This is an optimization exercise on Yosys and OpenROAD, whose aim is small area, a short achievable clock period and few clock cycles per item, not a production implementation.
The RTL was checked by simulation tests, not by an equivalence proof against the original design.
Power figures rest on the tool's default switching activity, not on a simulated workload.

==> v10 <==
Design overlap_add_fir_convolver, start of the top module:
module overlap_add_fir_convolver #(
    parameter int MAX_TAPS = ofc_pkg::MAX_TAPS_DEF
) (
    input  logic                                   i_clk,
    input  logic                                   i_rst_n,
    input  logic                                   i_in_valid,
    output logic                                   o_in_stall,
    input  logic                                   i_operation,
    input  logic [ofc_pkg::TAP_IDX_W-1:0]          i_tap_index,
    input  logic signed [ofc_pkg::SAMPLE_BITS-1:0] i_value,
    output logic                                   o_out_valid,
    input  logic                                   i_out_stall,
    output logic signed [ofc_pkg::OUT_W-1:0]       o_filtered,
    input  logic                                   i_cfg_valid,
    output logic                                   o_cfg_ready,
    input  logic [ofc_pkg::CFG_IDX_W-1:0]          i_cfg_index,
    input  logic [ofc_pkg::CFG_DATA_W-1:0]         i_cfg_data
);
clock: 7.0 ns
lec_check: 0
cap_margin: 20
core_margin: 2
core_utilization: 30
place_density: 0.4
setup_slack_margin: 3.0
slew_margin: 20
standard.sh (not shown) runs the stock make flow with config.mk's settings and CLKGATE_MAP_FILE= SYNTH_SCRIPT=/design/flow/synth_recipe.tcl, a recipe that flattens the netlist after the stock synthesis.
==> flow/flow/run.sh <==
#!/bin/bash
# Layout flow: the standard flow, except that synthesis skips Yosys's generic ABC pass
# before full-adder extraction (synth -noabc), so extract_fa finds the carry-save tree's
# full adders as written instead of with inverters between them. Flattening and renaming
# are the standard synthesis's (its script with -noabc added). Without that pass a few
# registers get a different polarity suffix in their Yosys name; they are renamed to the
# standard synthesis's names, which is run beside it only for that. The rest of the flow
# is standard.sh unchanged. Each tool's output is in *.log here and under orfs/logs, ref/logs.
set -euo pipefail
W=$PWD
R=results/sky130hd/overlap_add_fir_convolver/base
sed 's/yosys synth -nofsm -noshare {\*}\$args/yosys synth -nofsm -noshare -noabc {*}$args/' \
    synth_recipe.tcl > flow_synth.tcl
grep -q -- '-noabc' flow_synth.tcl
sed "s|SYNTH_SCRIPT=[^ ]*|SYNTH_SCRIPT=$W/flow_synth.tcl|" standard.sh > flow_standard.sh
grep -q "SYNTH_SCRIPT=$W/flow_synth.tcl" flow_standard.sh
sed "s|WORK_HOME=[^ ]*|WORK_HOME=$W/ref|" standard.sh > flow_ref.sh
grep -q "WORK_HOME=$W/ref" flow_ref.sh
bash flow_ref.sh "$W/ref/$R/1_2_yosys.v" > ref_synth_make.log 2>&1 &
REF=$!
bash flow_standard.sh "$W/orfs/$R/1_2_yosys.v" > synth_make.log 2>&1
wait $REF
python3 flow/rename_regs.py "$W/ref/$R/1_2_yosys.v" "$W/orfs/$R/1_2_yosys.v" > rename_regs.log 2>&1
bash flow_standard.sh > flow_make.log 2>&1
Other scripts of this flow, unchanged in this note and not shown: flow/flow/rename_regs.py
==> inputs of v23, as changes to v10 <==
--- a/flow/design.v
+++ b/flow/design.v
@@ -39,23 +39,24 @@
     output logic [ofc_pkg::LANES*ofc_pkg::NPASS-1:0] o_sel,  
     output logic                               o_acc_valid,  
     output logic                               o_acc_first,  
     output logic                               o_fin,        
     output logic                               o_fin_int,    
     output logic [ofc_pkg::RQ_AW-1:0]          o_wr_ptr,     
     output logic [ofc_pkg::RQ_AW-1:0]          o_rd_ptr,     
+    output logic                               o_out_load,   
     output logic                               o_out_valid
 );
     localparam int LANES = ofc_pkg::LANES;
     localparam int NPASS = ofc_pkg::NPASS;
     localparam int KW    = $clog2(MAX_TAPS + 1);
     localparam int NST   = ofc_pkg::NST;
     localparam int RQ    = ofc_pkg::RQ_DEPTH;
     localparam int RQ_AW = ofc_pkg::RQ_AW;
-    localparam int CW    = $clog2(RQ + 1);
+    localparam int CW    = $clog2(RQ + 2);
     logic [ofc_pkg::TAP_CNT_W-1:0] r_tap_count;
     logic                          r_int_mode;
     logic                          r_q_valid;
     logic                          r_q_op;
     logic [ofc_pkg::TAP_IDX_W-1:0] r_q_idx;
     logic signed [ofc_pkg::SAMPLE_BITS-1:0] r_q_val;
     logic [KW-1:0]                 r_q_taps;
@@ -74,25 +75,34 @@
     logic                          r_fin;
     logic                          r_fin_int;
     logic [CW-1:0]                 r_owed;
     logic [CW-1:0]                 r_rq_cnt;
     logic [RQ_AW-1:0]              r_wr_ptr;
     logic [RQ_AW-1:0]              r_rd_ptr;
     logic                          r_out_valid;
+    logic                          r_can_pop;    
+    logic                          r_in_stall;
     logic [KW-1:0]    taps_eff;
     logic [KW-1:0]    fill_new;
     logic [KW-1:0]    lim;
     logic             last;
     logic             free;
     logic             pop;
     logic             in_acc;
     logic             take;
     logic [NPASS-1:0] pass_n;
     logic [KW-1:0]    rem_n;
     logic [CW-1:0]    rq_cnt_n;
+    logic             out_load;
+    logic             busy_n;
+    logic             last_n;
+    logic             q_valid_n;
+    logic             q_op_n;
+    logic [CW-1:0]    owed_n;
+    logic             can_pop_n;
     always_ff @(posedge i_clk) begin
         if (!i_rst_n) begin
             r_tap_count <= ofc_pkg::TAP_CNT_W'(1);
             r_int_mode  <= 1'b0;
         end else if (i_cfg_valid) begin
             case (i_cfg_index)
                 ofc_pkg::CFG_TAP_COUNT:  r_tap_count <= i_cfg_data;
@@ -101,17 +111,32 @@
             endcase
         end
     end
     assign o_cfg_ready = 1'b1;
     assign taps_eff = (32'(r_tap_count) > MAX_TAPS) ? KW'(MAX_TAPS) : KW'(r_tap_count);
     assign last   = (32'(r_rem) <= LANES);
     assign free   = !r_busy || last;
-    assign pop    = r_q_valid && free && ((r_q_op == ofc_pkg::OP_LOAD) || (32'(r_owed) < RQ));
-    assign in_acc = i_in_valid && !o_in_stall;
-    assign o_in_stall = r_q_valid && !pop;
+    assign pop    = r_q_valid && r_can_pop;
+    assign in_acc = i_in_valid && !r_in_stall;
+    assign o_in_stall = r_in_stall;
+    assign busy_n    = o_push || (r_busy && !last);
+    assign last_n    = (32'(rem_n) <= LANES);
+    assign q_valid_n = in_acc || (r_q_valid && !pop);
+    assign q_op_n    = in_acc ? i_operation : r_q_op;
+    assign owed_n    = r_owed + CW'(o_push) - CW'(take);
+    assign can_pop_n = (!busy_n || last_n) && ((q_op_n == ofc_pkg::OP_LOAD) || (32'(owed_n) <= RQ));
+    always_ff @(posedge i_clk) begin
+        if (!i_rst_n) begin
+            r_can_pop  <= 1'b1;
+            r_in_stall <= 1'b0;
+        end else begin
+            r_can_pop  <= can_pop_n;
+            r_in_stall <= q_valid_n && !can_pop_n;
+        end
+    end
     always_ff @(posedge i_clk) begin
         if (!i_rst_n) begin
             r_q_valid <= 1'b0;
         end else if (in_acc) begin
             r_q_valid <= 1'b1;
         end else if (pop) begin
             r_q_valid <= 1'b0;
@@ -179,48 +204,46 @@
         r_fin_int  <= r_st_int[NST-1];
     end
     assign o_sel       = r_sel;
     assign o_acc_valid = r_st_valid[NST-1];
     assign o_acc_first = r_st_first[NST-1];
     assign o_fin       = r_fin;
     assign o_fin_int   = r_fin_int;
-    assign take = r_out_valid && !i_out_stall;
+    assign take     = r_out_valid && !i_out_stall;
+    assign out_load = (r_rq_cnt != '0) && (!r_out_valid || take);
     always_comb begin
         rq_cnt_n = r_rq_cnt;
-        if (r_fin && !take) begin
+        if (r_fin && !out_load) begin
             rq_cnt_n = r_rq_cnt + CW'(1);
-        end else if (!r_fin && take) begin
+        end else if (!r_fin && out_load) begin
             rq_cnt_n = r_rq_cnt - CW'(1);
         end
     end
     always_ff @(posedge i_clk) begin
         if (!i_rst_n) begin
             r_owed      <= '0;
             r_rq_cnt    <= '0;
             r_wr_ptr    <= '0;
             r_rd_ptr    <= '0;
             r_out_valid <= 1'b0;
         end else begin
-            if (o_push && !take) begin
-                r_owed <= r_owed + CW'(1);
-            end else if (!o_push && take) begin
-                r_owed <= r_owed - CW'(1);
-            end
+            r_owed      <= owed_n;
             r_rq_cnt    <= rq_cnt_n;
-            r_out_valid <= (rq_cnt_n != '0);
+            r_out_valid <= out_load || (r_out_valid && !take);
             if (r_fin) begin
                 r_wr_ptr <= (32'(r_wr_ptr) == RQ - 1) ? '0 : r_wr_ptr + RQ_AW'(1);
             end
-            if (take) begin
+            if (out_load) begin
                 r_rd_ptr <= (32'(r_rd_ptr) == RQ - 1) ? '0 : r_rd_ptr + RQ_AW'(1);
             end
         end
     end
     assign o_wr_ptr    = r_wr_ptr;
     assign o_rd_ptr    = r_rd_ptr;
+    assign o_out_load  = out_load;
     assign o_out_valid = r_out_valid;
 endmodule
 module ofc_datapath #(
     parameter int MAX_TAPS = ofc_pkg::MAX_TAPS_DEF
 ) (
     input  logic                                i_clk,
     input  logic                                i_push,
@@ -230,14 +253,15 @@
     input  logic [ofc_pkg::LANES*ofc_pkg::NPASS-1:0] i_sel,  
     input  logic                                i_acc_valid,  
     input  logic                                i_acc_first,  
     input  logic                                i_fin,        
     input  logic                                i_fin_int,    
     input  logic [ofc_pkg::RQ_AW-1:0]           i_wr_ptr,
     input  logic [ofc_pkg::RQ_AW-1:0]           i_rd_ptr,
+    input  logic                                i_out_load,
     output logic signed [ofc_pkg::OUT_W-1:0]    o_filtered
 );
     localparam int LANES = ofc_pkg::LANES;
     localparam int NPASS = ofc_pkg::NPASS;
     localparam int SB    = ofc_pkg::SAMPLE_BITS;
     localparam int ACC_W = ofc_pkg::OUT_W;
     localparam int FRAC  = ofc_pkg::FRAC_BITS;
@@ -15421,15 +15445,21 @@
     always_ff @(posedge i_clk) begin
         for (int k = 0; k < ofc_pkg::RQ_DEPTH; k++) begin
             if (i_fin && (i_wr_ptr == ofc_pkg::RQ_AW'(k))) begin
                 r_rq[k] <= i_fin_int ? ACC_W'(int_part) : y;
             end
         end
     end
-    assign o_filtered = r_rq[i_rd_ptr];
+    logic signed [ACC_W-1:0] r_out;
+    always_ff @(posedge i_clk) begin
+        if (i_out_load) begin
+            r_out <= r_rq[i_rd_ptr];
+        end
+    end
+    assign o_filtered = r_out;
 endmodule
 module overlap_add_fir_convolver #(
     parameter int MAX_TAPS = ofc_pkg::MAX_TAPS_DEF
 ) (
     input  logic                                   i_clk,
     input  logic                                   i_rst_n,
     input  logic                                   i_in_valid,
@@ -15452,14 +15482,15 @@
     logic [ofc_pkg::LANES*ofc_pkg::NPASS-1:0] sel;
     logic                                   acc_valid;
     logic                                   acc_first;
     logic                                   fin;
     logic                                   fin_int;
     logic [ofc_pkg::RQ_AW-1:0]              wr_ptr;
     logic [ofc_pkg::RQ_AW-1:0]              rd_ptr;
+    logic                                   out_load;
     ofc_ctrl #(
         .MAX_TAPS (MAX_TAPS)
     ) u_ctrl (
         .i_clk       (i_clk),
         .i_rst_n     (i_rst_n),
         .i_in_valid  (i_in_valid),
         .o_in_stall  (o_in_stall),
@@ -15478,14 +15509,15 @@
         .o_sel       (sel),
         .o_acc_valid (acc_valid),
         .o_acc_first (acc_first),
         .o_fin       (fin),
         .o_fin_int   (fin_int),
         .o_wr_ptr    (wr_ptr),
         .o_rd_ptr    (rd_ptr),
+        .o_out_load  (out_load),
         .o_out_valid (o_out_valid)
     );
     ofc_datapath #(
         .MAX_TAPS (MAX_TAPS)
     ) u_datapath (
         .i_clk       (i_clk),
         .i_push      (push),
@@ -15495,10 +15527,11 @@
         .i_sel       (sel),
         .i_acc_valid (acc_valid),
         .i_acc_first (acc_first),
         .i_fin       (fin),
         .i_fin_int   (fin_int),
         .i_wr_ptr    (wr_ptr),
         .i_rd_ptr    (rd_ptr),
+        .i_out_load  (out_load),
         .o_filtered  (o_filtered)
     );
 endmodule
Settings changed: CORE_UTILIZATION 30 to 25, CTS_CLUSTER_DIAMETER set to 80, CTS_CLUSTER_SIZE set to 25, PLACE_DENSITY 0.4 to 0.35, SETUP_SLACK_MARGIN 3.0 to 3.5.
==> flow_results.org <==
** Routing
- Total number of vias :: 140700
- Met3 WL :: 76030 um

** STA
- Achievable clock frequency :: 260.2 MHz

** Yosys
- Seq cells post-synth :: 4264
- Each instance of the synthesized netlist takes up on average 13.93 um^2.

** Power
- Power consumed by combinational cells :: ~0.033 W
- Internal power summed over all cells :: about 0.052 W
- The share of total power dissipated in combinational logic is 0.361.

** Outcome
- The flow ran to the end and the layout has no timing, DRC or antenna violations.
# the run above: v23

==> flow_results.org <==
** Outcome
- The flow ran to the end and the layout has no timing, DRC or antenna violations.

** CTS
- Post-cts gate resize count :: a little under 400

** Power
- Internal power summed over all cells :: 0.05148 W
- Of the total power, combinational logic draws 0.272.
- Power consumed by combinational cells :: 0.0216 W

** Yosys
- Synthesis produced a netlist whose cell count is 15810.
- Mean instance size in the synthesized netlist :: 13.91 um^2

** STA
- Derived from the worst setup path, the maximum achievable clock frequency is about 220 MHz.

** Routing
- The detailed router placed 141400 vias in this run.
- Wire segments on met3 add up to a little under 90000 um in the final route.
# the run above: v10

Testbench counts of v10, summed over its fixed seeds: cycles 4,406, items 1,536.
Testbench counts of v23, summed over its fixed seeds: cycles 4,360, items 1,536.

separate check: timing with driven ports:
The flow's constraints put no driver on any port. The routed layouts listed below were extracted and timed again, unchanged, in two steps.
Step 1, drivers: a clkbuf_16 drives i_clk and a buf_2 each remaining input, both assumed.
Step 2, shift: input delay + t, output delay - t, t = (earliest + latest rising clock arrival at the registers) / 2. This alone moves slack from input paths to output paths.
Three values: no drivers, after step 1, after step 2; two values: the first two.
| run | t (ns) | slack for setup (ns) | worst hold slack (ns) | worst slew at a driven data input, ns |
|---|---|---|---|---|
| v10 | 1.240 | 2.386 / 2.276 / 2.908 | 0.333 / 0.333 / 0.333 | 0.20 |
| v23 | 1.220 | 3.157 / 3.157 / 3.157 | 0.330 / 0.330 / 0.330 | 0.06 |
After both steps setup and hold are still met in every run listed.
